This is an optimization exercise on Yosys and OpenROAD, whose aim is small area, not a production implementation. Only simulation tests tie the RTL to the original design; equivalence was not proved. Power and IR drop assume default switching activity.

--- constraint.sdc ---
create_clock -name core_clock -period 5.0 [get_ports {clk}]
set_input_delay 1.0000 -clock core_clock [delete_from_list [all_inputs] [get_ports {clk}]]
set_output_delay 1.0000 -clock core_clock [all_outputs]
set_load 0.01 [all_outputs]
--- config.mk ---
export PLATFORM = sky130hd
export DESIGN_NAME = operand_fetch_top
export DESIGN_NICKNAME = operand_fetch_top
export VERILOG_FILES = /design/flow/design.v
export SDC_FILE = /design/flow/constraint.sdc
export NUM_CORES = 4
export LEC_CHECK = 0
export CAP_MARGIN = 20
export CELL_PAD_IN_SITES_DETAIL_PLACEMENT = 1
export CELL_PAD_IN_SITES_GLOBAL_PLACEMENT = 2
export CORE_MARGIN = 2
export CORE_UTILIZATION = 30
export PLACE_DENSITY = 0.4
export SLEW_MARGIN = 20
--- run.sh ---
#!/bin/bash
# synth_recipe.tcl (not shown) runs the flow's synth.tcl, then flattens the netlist and writes it again
# the make line also repeats each setting of config.mk as NAME=value (left out here)
make -C /OpenROAD-flow-scripts/flow DESIGN_CONFIG=/design/flow/config.mk WORK_HOME=/design/flow/orfs CLKGATE_MAP_FILE= SYNTH_SCRIPT=/design/flow/synth_recipe.tcl finish
--- design.v ---
package opf_pkg;
  typedef logic [32-1:0]        word_t;
  typedef logic [31:0]                   inst_t;
  typedef logic [$clog2(32)-1:0]  reg_index_t;
  typedef logic [10-1:0]     spr_num_t;
  typedef logic [6-1:0]    opcode_t;
  typedef logic [10-1:0]      xo_t;
  typedef logic [16-1:0]     imm_t;
  function automatic logic [6-1:0] get_opcode(input logic [31:0] inst);
    get_opcode = inst[31:26];
  endfunction
  function automatic logic [$clog2(32)-1:0] get_rt(input logic [31:0] inst);
    get_rt = inst[25:21];
  endfunction
  function automatic logic [$clog2(32)-1:0] get_ra(input logic [31:0] inst);
    get_ra = inst[20:16];
  endfunction
  function automatic logic [$clog2(32)-1:0] get_rb(input logic [31:0] inst);
    get_rb = inst[15:11];
  endfunction
  function automatic logic [16-1:0] get_imm(input logic [31:0] inst);
    get_imm = inst[15:0];
  endfunction
  function automatic logic [10-1:0] get_xo(input logic [31:0] inst);
    get_xo = inst[10:1];
  endfunction
  function automatic logic [10-1:0] get_spr(input logic [31:0] inst);
    get_spr = {inst[15:11], inst[20:16]};
  endfunction
endpackage
`timescale 1ns/10ps
module register_file (
  input  logic                clk,
  input  logic                reset,
  input  opf_pkg::reg_index_t sel_a,
  input  opf_pkg::reg_index_t sel_b,
  input  opf_pkg::reg_index_t sel_c,
  output opf_pkg::word_t      gpr_a,
  output opf_pkg::word_t      gpr_b,
  output opf_pkg::word_t      gpr_c,
  output opf_pkg::word_t      xer_q,
  output opf_pkg::word_t      ctr_q,
  output opf_pkg::word_t      lnk_q,
  input  logic                gpr_we,
  input  opf_pkg::reg_index_t gpr_waddr,
  input  opf_pkg::word_t      gpr_wdata,
  input  logic                spr_we,
  input  opf_pkg::spr_num_t   spr_wnum,
  input  opf_pkg::word_t      spr_wdata
);
  opf_pkg::word_t gpr [32];
  opf_pkg::word_t xer;
  opf_pkg::word_t ctr;
  opf_pkg::word_t lnk;
  always_ff @(posedge clk or posedge reset) begin
    if (reset) begin
      for (int i = 0; i < 32; i++) begin
        gpr[i] <= '0;
      end
    end else if (gpr_we) begin
      gpr[gpr_waddr] <= gpr_wdata;
    end
  end
  always_ff @(posedge clk or posedge reset) begin
    if (reset) begin
      xer <= '0;
      ctr <= '0;
      lnk <= '0;
    end else if (spr_we) begin
      case (spr_wnum)
        10'd1: xer <= spr_wdata;
        10'd9: ctr <= spr_wdata;
        10'd8: lnk <= spr_wdata;
        default: ;
      endcase
    end
  end
  assign gpr_a = gpr[sel_a];
  assign gpr_b = gpr[sel_b];
  assign gpr_c = gpr[sel_c];
  assign xer_q = xer;
  assign ctr_q = ctr;
  assign lnk_q = lnk;
endmodule
`timescale 1ns/10ps
module immediate_extract (
  input  opf_pkg::inst_t inst,
  output opf_pkg::word_t imm,
  output logic           use_imm
);
  localparam int FILL = 32 - 16;
  opf_pkg::opcode_t opcode;
  opf_pkg::imm_t    d;
  assign opcode = opf_pkg::get_opcode(inst);
  assign d      = opf_pkg::get_imm(inst);
  always_comb begin
    case (opcode)
      6'd14, 6'd12, 6'd8, 6'd11,
      6'd32, 6'd36, 6'd7:
        imm = {{FILL{d[16-1]}}, d};
      6'd15, 6'd25, 6'd29:
        imm = {d, {FILL{1'b0}}};
      default:
        imm = {{FILL{1'b0}}, d};
    endcase
  end
  always_comb begin
    case (opcode)
      6'd14, 6'd15, 6'd12, 6'd8,
      6'd11, 6'd10, 6'd24, 6'd25,
      6'd28, 6'd29, 6'd32, 6'd36,
      6'd7:
        use_imm = 1'b1;
      default:
        use_imm = 1'b0;
    endcase
  end
endmodule
`timescale 1ns/10ps
module operand_fetch (
  input  logic           clk,
  input  logic           reset,
  input  logic           inst_valid,
  input  opf_pkg::inst_t inst,
  output opf_pkg::reg_index_t sel_a,
  output opf_pkg::reg_index_t sel_b,
  output opf_pkg::reg_index_t sel_c,
  input  opf_pkg::word_t gpr_a,
  input  opf_pkg::word_t gpr_b,
  input  opf_pkg::word_t gpr_c,
  input  opf_pkg::word_t xer,
  input  opf_pkg::word_t ctr,
  input  opf_pkg::word_t lnk,
  output logic           ops_valid,
  output logic           op_cin,
  output logic           op_so,
  output opf_pkg::word_t op_a,
  output opf_pkg::word_t op_b,
  output opf_pkg::word_t op_c
);
  opf_pkg::inst_t   ir;
  logic             ir_valid;
  opf_pkg::opcode_t opcode;
  opf_pkg::xo_t     xo;
  logic             is_xo_group;
  logic             xo_subf, xo_neg, xo_adde, xo_addze, xo_addme;
  logic             xo_cmp, xo_cmpl, xo_sraw, xo_mfspr, xo_lwzx;
  logic             ra_zero_form;
  opf_pkg::word_t   imm;
  logic             use_imm;
  opf_pkg::word_t   spr_in;
  opf_pkg::word_t   next_a, next_b, next_c;
  logic             next_cin;
  function automatic logic xo_arith(input logic [10-1:0] val,
                                   input logic [10-1:0] code);
    xo_arith = val[10-2:0] == code[10-2:0];
  endfunction
  always_ff @(posedge clk or posedge reset) begin
    if (reset) begin
      ir_valid <= 1'b0;
    end else begin
      ir_valid <= inst_valid;
    end
  end
  always_ff @(posedge clk) begin
    if (inst_valid) begin
      ir <= inst;
    end
  end
  assign sel_a = opf_pkg::get_ra(ir);
  assign sel_b = opf_pkg::get_rb(ir);
  assign sel_c = opf_pkg::get_rt(ir);
  assign opcode      = opf_pkg::get_opcode(ir);
  assign xo          = opf_pkg::get_xo(ir);
  assign is_xo_group = opcode == 6'd31;
  assign xo_subf  = is_xo_group && xo_arith(xo, 10'd40);
  assign xo_neg   = is_xo_group && xo_arith(xo, 10'd104);
  assign xo_adde  = is_xo_group && xo_arith(xo, 10'd138);
  assign xo_addze = is_xo_group && xo_arith(xo, 10'd202);
  assign xo_addme = is_xo_group && xo_arith(xo, 10'd234);
  assign xo_cmp   = is_xo_group && xo == 10'd0;
  assign xo_cmpl  = is_xo_group && xo == 10'd32;
  assign xo_sraw  = is_xo_group && (xo == 10'd792 || xo == 10'd824);
  assign xo_mfspr = is_xo_group && xo == 10'd339;
  assign xo_lwzx  = is_xo_group && xo == 10'd23;
  assign ra_zero_form = opcode == 6'd14 || opcode == 6'd15 ||
                        opcode == 6'd32 || opcode == 6'd36 || xo_lwzx;
  immediate_extract u_imm (
    .inst    (ir),
    .imm     (imm),
    .use_imm (use_imm)
  );
  assign next_a = (ra_zero_form && sel_a == '0) ? '0 : gpr_a;
  always_comb begin
    case (opf_pkg::get_spr(ir))
      10'd1: spr_in = xer;
      10'd9: spr_in = ctr;
      10'd8: spr_in = lnk;
      default:      spr_in = '0;
    endcase
  end
  always_comb begin
    if (xo_mfspr) begin
      next_b = spr_in;
    end else if (xo_neg || xo_addze) begin
      next_b = '0;
    end else if (xo_addme) begin
      next_b = '1;
    end else if (use_imm) begin
      next_b = imm;
    end else begin
      next_b = gpr_b;
    end
  end
  assign next_c = xo_sraw ? {32{gpr_a[32-1]}} : gpr_c;
  always_comb begin
    case (opcode)
      6'd11, 6'd10, 6'd8:
        next_cin = 1'b1;
      6'd31:
        if (xo_subf || xo_cmp || xo_cmpl || xo_neg) begin
          next_cin = 1'b1;
        end else if (xo_adde || xo_addme || xo_addze) begin
          next_cin = xer[29];
        end else begin
          next_cin = 1'b0;
        end
      default:
        next_cin = 1'b0;
    endcase
  end
  always_ff @(posedge clk or posedge reset) begin
    if (reset) begin
      ops_valid <= 1'b0;
      op_a      <= '0;
      op_b      <= '0;
      op_c      <= '0;
      op_cin    <= 1'b0;
      op_so     <= 1'b0;
    end else begin
      ops_valid <= ir_valid;
      if (ir_valid) begin
        op_a   <= next_a;
        op_b   <= next_b;
        op_c   <= next_c;
        op_cin <= next_cin;
        op_so  <= xer[31];
      end
    end
  end
endmodule
`timescale 1ns/10ps
module operand_fetch_top (
  input  logic                clk,
  input  logic                reset,
  input  logic                inst_valid,
  input  opf_pkg::inst_t      inst,
  input  logic                gpr_we,
  input  opf_pkg::reg_index_t gpr_waddr,
  input  opf_pkg::word_t      gpr_wdata,
  input  logic                spr_we,
  input  opf_pkg::spr_num_t   spr_wnum,
  input  opf_pkg::word_t      spr_wdata,
  output logic                ops_valid,
  output logic                op_cin,
  output logic                op_so,
  output opf_pkg::word_t      op_a,
  output opf_pkg::word_t      op_b,
  output opf_pkg::word_t      op_c
);
  opf_pkg::reg_index_t sel_a, sel_b, sel_c;
  opf_pkg::word_t      gpr_a, gpr_b, gpr_c;
  opf_pkg::word_t      xer, ctr, lnk;
  register_file u_register_file (
    .clk       (clk),
    .reset     (reset),
    .sel_a     (sel_a),
    .sel_b     (sel_b),
    .sel_c     (sel_c),
    .gpr_a     (gpr_a),
    .gpr_b     (gpr_b),
    .gpr_c     (gpr_c),
    .xer_q     (xer),
    .ctr_q     (ctr),
    .lnk_q     (lnk),
    .gpr_we    (gpr_we),
    .gpr_waddr (gpr_waddr),
    .gpr_wdata (gpr_wdata),
    .spr_we    (spr_we),
    .spr_wnum  (spr_wnum),
    .spr_wdata (spr_wdata)
  );
  operand_fetch u_operand_fetch (
    .clk        (clk),
    .reset      (reset),
    .inst_valid (inst_valid),
    .inst       (inst),
    .sel_a      (sel_a),
    .sel_b      (sel_b),
    .sel_c      (sel_c),
    .gpr_a      (gpr_a),
    .gpr_b      (gpr_b),
    .gpr_c      (gpr_c),
    .xer        (xer),
    .ctr        (ctr),
    .lnk        (lnk),
    .ops_valid  (ops_valid),
    .op_cin     (op_cin),
    .op_so      (op_so),
    .op_a       (op_a),
    .op_b       (op_b),
    .op_c       (op_c)
  );
endmodule
==> reports/results.ini <==
[synthesis]
synthTopCellsByCount = 1220 x dfrtp_1, 1167 x mux2_2, 1116 x a22oi_1, 402 x nand2_1, 393 x clkbuf_1
yosysSeqAreaShare_pct = 46.34
avgSynthCellArea_um2 = 10.94
yosysMostFrequentCell = dfrtp_1
syn_inst = 6217
synth.distinct_cells = 92
async_flop_share_pct = 97.37
synth_nets = 6333
synth_edf_count = 32
synthTopCellsByArea = dfrtp_1 45%, mux2_2 19%, a22oi_1 12%, nand2_1 2.2%, clkbuf_1 2.2%
ys_warn_count = 4
yosys.area.top_type = dfrtp_1
synth_top_area_share_pct = 44.90
synth_area_um2 = 67990
synth_seq_cells = 1253
synth_ff_type = dfrtp_1

[timing]
final_max_slew_viol_count = 0
fin_ws_ns = 0.2406
finalCriticalPeriod_ns = 4.759
fmax_mhz = 210.1
rsz0062_at_grt = false
tightestPinTransition_ns = 1.289
fin_skew_ns = 0.02615
min_period_over_period_pct = 95.19
final-hold-violation-count = 0
setup_violations = 0
max_slew_margin_pct = 13.86

[critical_path]
path_class = flip-flop to flip-flop
cp.required_ns = 5.77
cp-end-kind = flip-flop
cp_max_fo = 12
start_kind = flip-flop
arrival_ns = 5.53

[global_route]
grt_use_total_pct = 45.92
overflow = 0
grt_pass1_wl_um = 698800
grt_start_max_net_pins = 88
grt_pass1_vias = 66416
antenna_found_initial = 80

[layout]
seq_area_um2 = 31510
nets = 6601
syn_to_final_growth_pct = 21.90
layout-drive-gt1-share_pct = 32.13
multi_input_area_um2 = 34970
nFillCells = 24211

[clock_tree]
clk_pin_slew_worst_paths_ns = 0.06
cts_buffers = 161
max-clock-path-buffers = 3
cts_resized = 0
cts_setup_buffers = 0
htreeDepth = 4
cts_sinks = 1253
cts_root_buffer = clkbuf_16
clk_latency_ns = 0.83
holdBufCountCts = 0
cts_tree = built

[power]
switchingPower_mw = 11.79
power.internal_mw = 22.00
combPwrFrac_pct = 18.6
netSwitchingFraction_pct = 34.88
seqPwrFrac_pct = 44.7
ir_drop_uv = 287.5
p_leak_nw = 35.57
powerDensity_nw_per_um2 = 407.7
pwr-share-clk_pct = 36.8
power_mw = 33.79

[detailed_routing]
viasPerCell = 7.162
antenna_left = 0
wire_per_inst_um = 56.21
drt_pass1_iterations = 8
wirelength_um = 542900
vias = 69181
first_iter_violations = 11159
drcViolationCount = 0

[floorplan]
rows = 174
fp.dieW_um = 480.1
die_h_um = 480.1
fp.dieArea_um2 = 230500
core-area_um2 = 225100
io_pins = 215
start_util_pct = 30.20

[placed_design]
dp_slack_ns = 0.6110
gp_congestion = 0.9897
numPortBuffers = 214
dpl.hpwl_um = 359100

[min_path]
worst_hold_path_type = flip-flop to flip-flop

[flow_run]
max_cap_viol_count = 0

[status]
status = timing/DRC/antenna clean

-- cells by family (layout without fill, tap and decap cells) --
group	after synthesis	in the layout	share of synthesized area, %
other	0	55	0
AND/OR/NAND/NOR	1237	1237	9.278
XOR/XNOR	1	1	0.01288
multiplexers	1287	1287	21.18
AO/OA/AOI/OAI	1820	1820	19.40
flip-flops	1253	1253	46.34
buffers and inverters	619	1015	3.787
-- area by class of cell --
type,count,area share (%)
clock inverter,60,0.9239
inverter,18,0.08906
tap,2992,4.517
timing repair buffer,706,8.413
sequential,1253,38.02
clock buffer,231,5.679
multi-input combinational,4345,42.19
antenna,55,0.1661
-- per-stage QoR --
stage,area (µm²),util (%),instances,hold WS [ns],setup TNS [ns]
after floorplan,68000,-,6217,0.3519,-
after global placement,77150,34.27,9305,0.4619,-0.2550
after detailed placement,77270,34.33,9311,0.4696,0
after CTS,82740,36.76,9602,0.4832,0
after global routing,82780,36.77,9620,0.4974,0
final,82880,36.82,9660,0.4792,0
-- registers in the layout, summed over array words and instances (netlist names) --
signal                         count
u_operand_fetch.ir                32
u_operand_fetch.ir_valid           1
u_operand_fetch.op_a              32
u_operand_fetch.op_b              32
u_operand_fetch.op_c              32
u_operand_fetch.op_cin             1
u_operand_fetch.op_so              1
u_operand_fetch.ops_valid          1
u_operand_fetch.u_imm.use_imm      1
u_register_file.ctr               32
u_register_file.gpr             1024
u_register_file.lnk               32
u_register_file.xer               32
-- power groups by stage --
stage | registers (mW) | logic, mW | clock network, mW
6_report | 15.1 | 6.27 | 12.4
2_1_floorplan | 13.6 | 3.22 | 0
3_5_place_dp | 15.0 | 6.06 | 0
5_1_grt | 15.1 | 6.40 | 12.9
3_3_place_gp | 15.1 | 5.95 | 0
4_1_cts | 14.9 | 6.08 | 12.6
-- path summary, 6_finish.rpt --
check | depth (start not counted) | end | startpoint | slack, ns
max | 9 | u_operand_fetch.op_c[24]$_DFFE_PP0P_ | u_operand_fetch.ir[22]$_DFFE_PP_ | 0.24
min | 1 | u_operand_fetch.op_a[14]$_DFFE_PP0P_ | u_operand_fetch.op_a[14]$_DFFE_PP0P_ | 0.48
max reg2reg | 9 | u_operand_fetch.op_c[24]$_DFFE_PP0P_ | u_operand_fetch.ir[22]$_DFFE_PP_ | 0.24
min reg2reg | 1 | u_operand_fetch.op_a[14]$_DFFE_PP0P_ | u_operand_fetch.op_a[14]$_DFFE_PP0P_ | 0.48
max in group asynchronous | 4 | u_operand_fetch.op_b[3]$_DFFE_PP0P_ | reset | 3.02
min in group asynchronous | 2 | u_register_file.gpr[24][13]$_DFFE_PP0P_ | reset | 0.73
-- layout by cell type (no fill, tap or decap), drive strengths merged, types with 16 or more instances in the layout --
master	instances
nand3b	18
nor3	87
nor4	70
a31oi	24
clkbuf	231
o22ai	27
o21ai	119
nand4	141
a222oi	21
nand2	403
a21o	25
and3	90
bufinv	16
inv	19
mux2i	110
edfxtp	32
nand2b	24
a21oi	189
buf	513
clkinv	34
a22oi	1116
clkdlybuf4s50	193
or3	20
a221oi	19
o22a	41
dfrtp	1220
nor2	210
o211ai	34
a211oi	38
nand3	83
mux2	1173
diode	55
a32oi	21
a22o	39
a2111oi	42
-- critical path, cell delays in order (launching register included) --
cell	delay, ns
edfxtp_1	1.06
nand3b_1	0.96
nor2_4	1.08
buf_4	0.40
a22oi_1	0.10
nand2_1	0.09
nor3_1	0.09
a21oi_1	0.40
buf_4	0.29
o22a_1	0.15
-- metal layers --
layer	up-vias	track usage [%]	wire length, µm
met1	36776	59.61	217200
met5	-	0	420
met3	1909	14.44	58520
li1	24711	-	-
met2	5737	64.04	220800
met4	48	33.02	46000

==> static timing again, ports no longer ideal <==
In the flow no input, the clock included, has a driving cell. The finished layout below was timed again as built, in two steps.
Step 1, drivers: a clkbuf_16 drives clk and a buf_2 each remaining input, both assumed.
Step 2 times the ports against the registers' clock, not the clock port: input delays grow and output delays shrink by t, the midpoint of the rising clock arrivals with the driver on.
a / b / c = ideal / step 1 / step 2; a / b = the first two.
t, ns: 0.932
setup slack, ns: 0.241 / 0.241 / 0.241
hold WS [ns]: 0.479 / 0.479 / 0.479
After both steps setup and hold are still met in this run. The setup slack of this run moves by 0.000 ns with the drivers and by 0.000 ns with both steps.
